This is an optimization exercise on Yosys and OpenROAD, whose aim is small area, not a production implementation.
Where RTL was checked, it was by simulation tests only, not by an equivalence proof against the original.

==> inputs of 04-05 <==
// fft_dit_top
module fft_dit_top (
   input  wire        clk,
   input  wire        rst_n,
   input  wire [23:0] in_x,
   input  wire        in_nd,
   output wire [23:0] out_x,
   output wire        out_nd,
   output reg         overflow
);
   reg  [3:0] wr_ptr;
   reg        in_full;
   reg        busy;
   reg  [5:0] ph;
   reg        fill_bank, proc_bank, strm_bank;
   reg        bst;
   reg  [3:0] bcnt;
   reg        acc_q;
   reg        nd_q;
   wire       accept = in_nd & ~in_full;
   wire       start  = ~busy & in_full;
   always @(posedge clk or negedge rst_n)
   begin
      if (!rst_n)
      begin
         wr_ptr    <= 4'd0;
         in_full   <= 1'b0;
         overflow  <= 1'b0;
         busy      <= 1'b0;
         ph        <= 6'd0;
         fill_bank <= 1'b0;
         proc_bank <= 1'b0;
         strm_bank <= 1'b0;
         bst       <= 1'b0;
         bcnt      <= 4'd0;
         acc_q     <= 1'b0;
         nd_q      <= 1'b0;
      end
      else
      begin
         acc_q <= accept;
         nd_q  <= bst;
         if (accept)
            wr_ptr <= wr_ptr + 4'd1;
         if (accept && (&wr_ptr))
         begin
            in_full   <= 1'b1;
            fill_bank <= ~fill_bank;
         end
         else if (busy && ph == 6'd11)
            in_full <= 1'b0;
         if (in_nd && in_full)
            overflow <= 1'b1;
         if (start)
         begin
            busy      <= 1'b1;
            ph        <= 6'd1;
            proc_bank <= ~fill_bank;
         end
         else if (busy)
         begin
            ph <= ph + 6'd1;
            if (ph == 6'd44)
               busy <= 1'b0;
         end
         if (busy && ph == 6'd43)
         begin
            bst       <= 1'b1;
            bcnt      <= 4'd0;
            strm_bank <= proc_bank;
         end
         else if (bst)
         begin
            bcnt <= bcnt + 4'd1;
            if (&bcnt)
               bst <= 1'b0;
         end
      end
   end
   assign out_nd = nd_q;
   reg  [23:0] xq;
   always @(posedge clk)
      xq <= in_x;
   wire [3:0] n_q  = wr_ptr - 4'd1;
   wire       wbk  = (wr_ptr == 4'd0) ? ~fill_bank : fill_bank;
   wire       late = n_q[3] & n_q[2];
   reg  [5:0] ph_nx;
  ...
make LEC_CHECK=0 CAP_MARGIN=20 CORE_MARGIN=2 CORE_UTILIZATION=55 CTS_CLUSTER_DIAMETER=100 CTS_CLUSTER_SIZE=24 SLEW_MARGIN=20 finish   # period 10.0 ns
run.sh (not shown) runs the stock make flow with config.mk's settings and CLKGATE_MAP_FILE= SYNTH_SCRIPT=/design/flow/synth_recipe.tcl, a recipe that flattens the netlist after the stock synthesis.
==> inputs of 05-28, as changes to 04-05 <==
--- a/flow/design.v
+++ b/flow/design.v
@@ -876,18 +876,19 @@
    wire [13:0] pp   = {pp_s, 1'b1} + {pp_c[11:0], c_lo, pc2};
    wire [13:0] mm   = {mm_s, 1'b1} + {mm_c[11:0], ~c_lo, mc2};
    wire [11:0] o0_im = e_negim ? mm[13:2] : pp[13:2];
    wire [11:0] o1_im = e_negim ? pp[13:2] : mm[13:2];
    reg  [12:0] r_re_q;
    reg         z_re_q;
    always @(posedge clk)
-   begin
-      r_re_q <= pp[13:1];
-      z_re_q <= z_lo;
-   end
+      if (e_c1)
+      begin
+         r_re_q <= pp[13:1];
+         z_re_q <= z_lo;
+      end
    wire [12:0] r_re = e_tc ? {x[11], x} : r_re_q;
    wire        z_re = e_tc | z_re_q;
    wire n_644 = r_re[0] ^ e_negre;
    wire n_645 = r_re[1] ^ e_negre;
    wire n_646 = r_re[2] ^ e_negre;
    wire n_647 = r_re[3] ^ e_negre;
    wire n_648 = r_re[4] ^ e_negre;
==> notes <==
- Design area: 04-05 is smaller than 05-28 (1.1%).
- Of 04-05 and 05-28, 05-28 has the higher clock skew (gap 0.010 ns).
- Of 04-05 and 05-28, 05-28 has the higher setup slack (gap 0.12 ns).
- Between 05-28 and 04-05, the lower synthesized area is in 04-05 (gap about 1%, measured against 04-05).
- Against 05-28, the synthesized cell count of 04-05 is lower by about 2%.
- Against 04-05, the wire length of 05-28 is larger by about 5%.
==> figures <==
metric                                                                  04-05       05-28
WL per Instance                                                       29.8 µm     30.8 µm
Area of the multi-input gates                                      0.0167 mm²  0.0169 mm²
Post-Layout Cell Count                                                   4504        4581
Area share of fa/ha/maj cells after synthesis                           0.127       0.125
Share of the synthesized netlist area taken by xor and xnor gates      0.0164      0.0172
Via count of the first global-routing pass                              27900       28700
Multi-input gate count                                                   2064        2111
Run status                                   no timing/DRC/antenna violations  no timing/DRC/antenna violations
Mean number of vias per cell                                             6.34        6.43
Fraction of area in clock buffers and inverters                        0.0276      0.0268
Register area share after synthesis                                     0.582       0.580
Antenna Diode Count                                                         0           3
Number of enable flip-flop cells after synthesis                          768         782
Final WL                                                               134 mm      141 mm
Row cnt                                                                   102         103
Fin util                                                                0.608       0.605
For 04-05, only the layout was checked, not whether the RTL still works.

========
==> inputs of ember <==
fft_dit_top, a different RTL version from the one above (not shown whole).
clock: 10.0 ns
lec_check: 0
cap_margin: 0
core_margin: 2
core_utilization: 55
cts_cluster_diameter: 100
cts_cluster_size: 24
slew_margin: 0
==> indigo (differences from ember) <==
--- a/flow/design.v
+++ b/flow/design.v
@@ -859,18 +859,19 @@
    wire [13:0] pp   = {pp_s, 1'b1} + {pp_c[11:0], c_lo, pc2};
    wire [13:0] mm   = {mm_s, 1'b1} + {mm_c[11:0], ~c_lo, mc2};
    wire [11:0] o0_im = e_negim ? mm[13:2] : pp[13:2];
    wire [11:0] o1_im = e_negim ? pp[13:2] : mm[13:2];
    reg  [12:0] r_re_q;
    reg         z_re_q;
    always @(posedge clk)
-   begin
-      r_re_q <= pp[13:1];
-      z_re_q <= z_lo;
-   end
+      if (e_c1)
+      begin
+         r_re_q <= pp[13:1];
+         z_re_q <= z_lo;
+      end
    wire [12:0] r_re = e_tc ? {x[11], x} : r_re_q;
    wire        z_re = e_tc | z_re_q;
    wire n_644 = r_re[0] ^ e_negre;
    wire n_645 = r_re[1] ^ e_negre;
    wire n_646 = r_re[2] ^ e_negre;
    wire n_647 = r_re[3] ^ e_negre;
    wire n_648 = r_re[4] ^ e_negre;
==> flow/config.mk (replaced) <==
export PLATFORM = sky130hd
export DESIGN_NAME = fft_dit_top
export DESIGN_NICKNAME = fft_dit_top
export VERILOG_FILES = /design/flow/design.v
export SDC_FILE = /design/flow/constraint.sdc
export NUM_CORES = 4
export LEC_CHECK = 0
export CAP_MARGIN = 20
export CORE_MARGIN = 2
export CORE_UTILIZATION = 55
export CTS_CLUSTER_DIAMETER = 100
export CTS_CLUSTER_SIZE = 24
export SLEW_MARGIN = 20
==> violet (differences from ember) <==
--- a/flow/design.v
+++ b/flow/design.v
@@ -859,18 +859,19 @@
    wire [13:0] pp   = {pp_s, 1'b1} + {pp_c[11:0], c_lo, pc2};
    wire [13:0] mm   = {mm_s, 1'b1} + {mm_c[11:0], ~c_lo, mc2};
    wire [11:0] o0_im = e_negim ? mm[13:2] : pp[13:2];
    wire [11:0] o1_im = e_negim ? pp[13:2] : mm[13:2];
    reg  [12:0] r_re_q;
    reg         z_re_q;
    always @(posedge clk)
-   begin
-      r_re_q <= pp[13:1];
-      z_re_q <= z_lo;
-   end
+      if (e_c1)
+      begin
+         r_re_q <= pp[13:1];
+         z_re_q <= z_lo;
+      end
    wire [12:0] r_re = e_tc ? {x[11], x} : r_re_q;
    wire        z_re = e_tc | z_re_q;
    wire n_644 = r_re[0] ^ e_negre;
    wire n_645 = r_re[1] ^ e_negre;
    wire n_646 = r_re[2] ^ e_negre;
    wire n_647 = r_re[3] ^ e_negre;
    wire n_648 = r_re[4] ^ e_negre;
==> flow/config.mk (replaced) <==
export PLATFORM = sky130hd
export DESIGN_NAME = fft_dit_top
export DESIGN_NICKNAME = fft_dit_top
export VERILOG_FILES = /design/flow/design.v
export SDC_FILE = /design/flow/constraint.sdc
export NUM_CORES = 4
export LEC_CHECK = 0
export CAP_MARGIN = 20
export CORE_MARGIN = 2
export CORE_UTILIZATION = 55
export CTS_CLUSTER_DIAMETER = 50
export CTS_CLUSTER_SIZE = 30
export SLEW_MARGIN = 20
==> qor summary <==
metric                                                                      ember      violet     indigo
Result of the run                                no timing/DRC/antenna violations  no timing/DRC/antenna violations  no timing/DRC/antenna violations
Final HPWL DP                                                           87,800 um   92,700 um  92,700 um
Hold Worst Slack                                                           412 ps      413 ps     406 ps
Mux cell area share after synthesis                                        0.0498      0.0477     0.0477
Post-layout min period                                                    9460 ps     9410 ps    9350 ps
Compound-cell area share of the yosys netlist                               0.111       0.112      0.112
Final worst clock skew                                                    50.5 ps     67.1 ps    37.9 ps
Arrival time at the worst endpoint                                        9820 ps     9790 ps    9810 ps
Total global-route track usage                                              0.314       0.334      0.330
Number of ordinary inverters in the final layout                              277         273        273
Capturing point of the worst reg2reg path                               bb[0][20]  ba[15][23]  bb[1][21]
Launching point of the worst reg2reg path                               proc_bank        e_s1       e_s1
Initial core utilization                                                    0.557       0.555      0.555
Filler cells                                                                6,201       6,128      6,356
Count of routing violations after the opening detailed-route iteration      3,675       3,396      3,532
Total via count after detailed routing                                     28,309      29,522     29,050
Post-detailed-route wirelength per cell                                   28.0 um     28.9 um    29.2 um
Start point of the worst hold path                                      ba[14][3]  bb[13][17]   ba[7][6]
Placed cells                                                                4,433       4,499      4,499
No functional check of the RTL was part of indigo and violet.

-- afterwards: timing with drivers on the ports --
No port has a modelled driver above. Below, the same layouts with a new extraction and two added sets of constraints. Step 1, drivers: a clkbuf_16 drives clk and a buf_2 each remaining input, both assumed. Step 2 adds t to the input delays and takes it off the output delays; t is the mean of the earliest and latest rising clock arrival at the registers after step 1. Input paths then give back, and output paths get back, about the clock's delay inside the block. a / b / c = no drivers / after step 1 / after step 2; a / b = the first two.
run	shift t [ns]	setup slack, ns	hold WS [ns]	worst register clock-pin slew, ns	pins driven straight from the clock port
04-05	0.698	0.343 / 0.343 / 0.343	0.394 / 0.394 / 0.394	0.10 / 0.10	1
05-28	0.705	0.465 / 0.465 / 0.465	0.408 / 0.408 / 0.408	0.12 / 0.12	1
ember	0.703	0.541 / 0.541 / 0.541	0.412 / 0.412 / 0.412	0.12 / 0.12	1
indigo	0.697	0.649 / 0.649 / 0.649	0.406 / 0.406 / 0.406	0.11 / 0.11	1
violet	0.733	0.590 / 0.590 / 0.590	0.413 / 0.413 / 0.413	0.08 / 0.08	1
After both steps setup and hold are still met in every run listed.
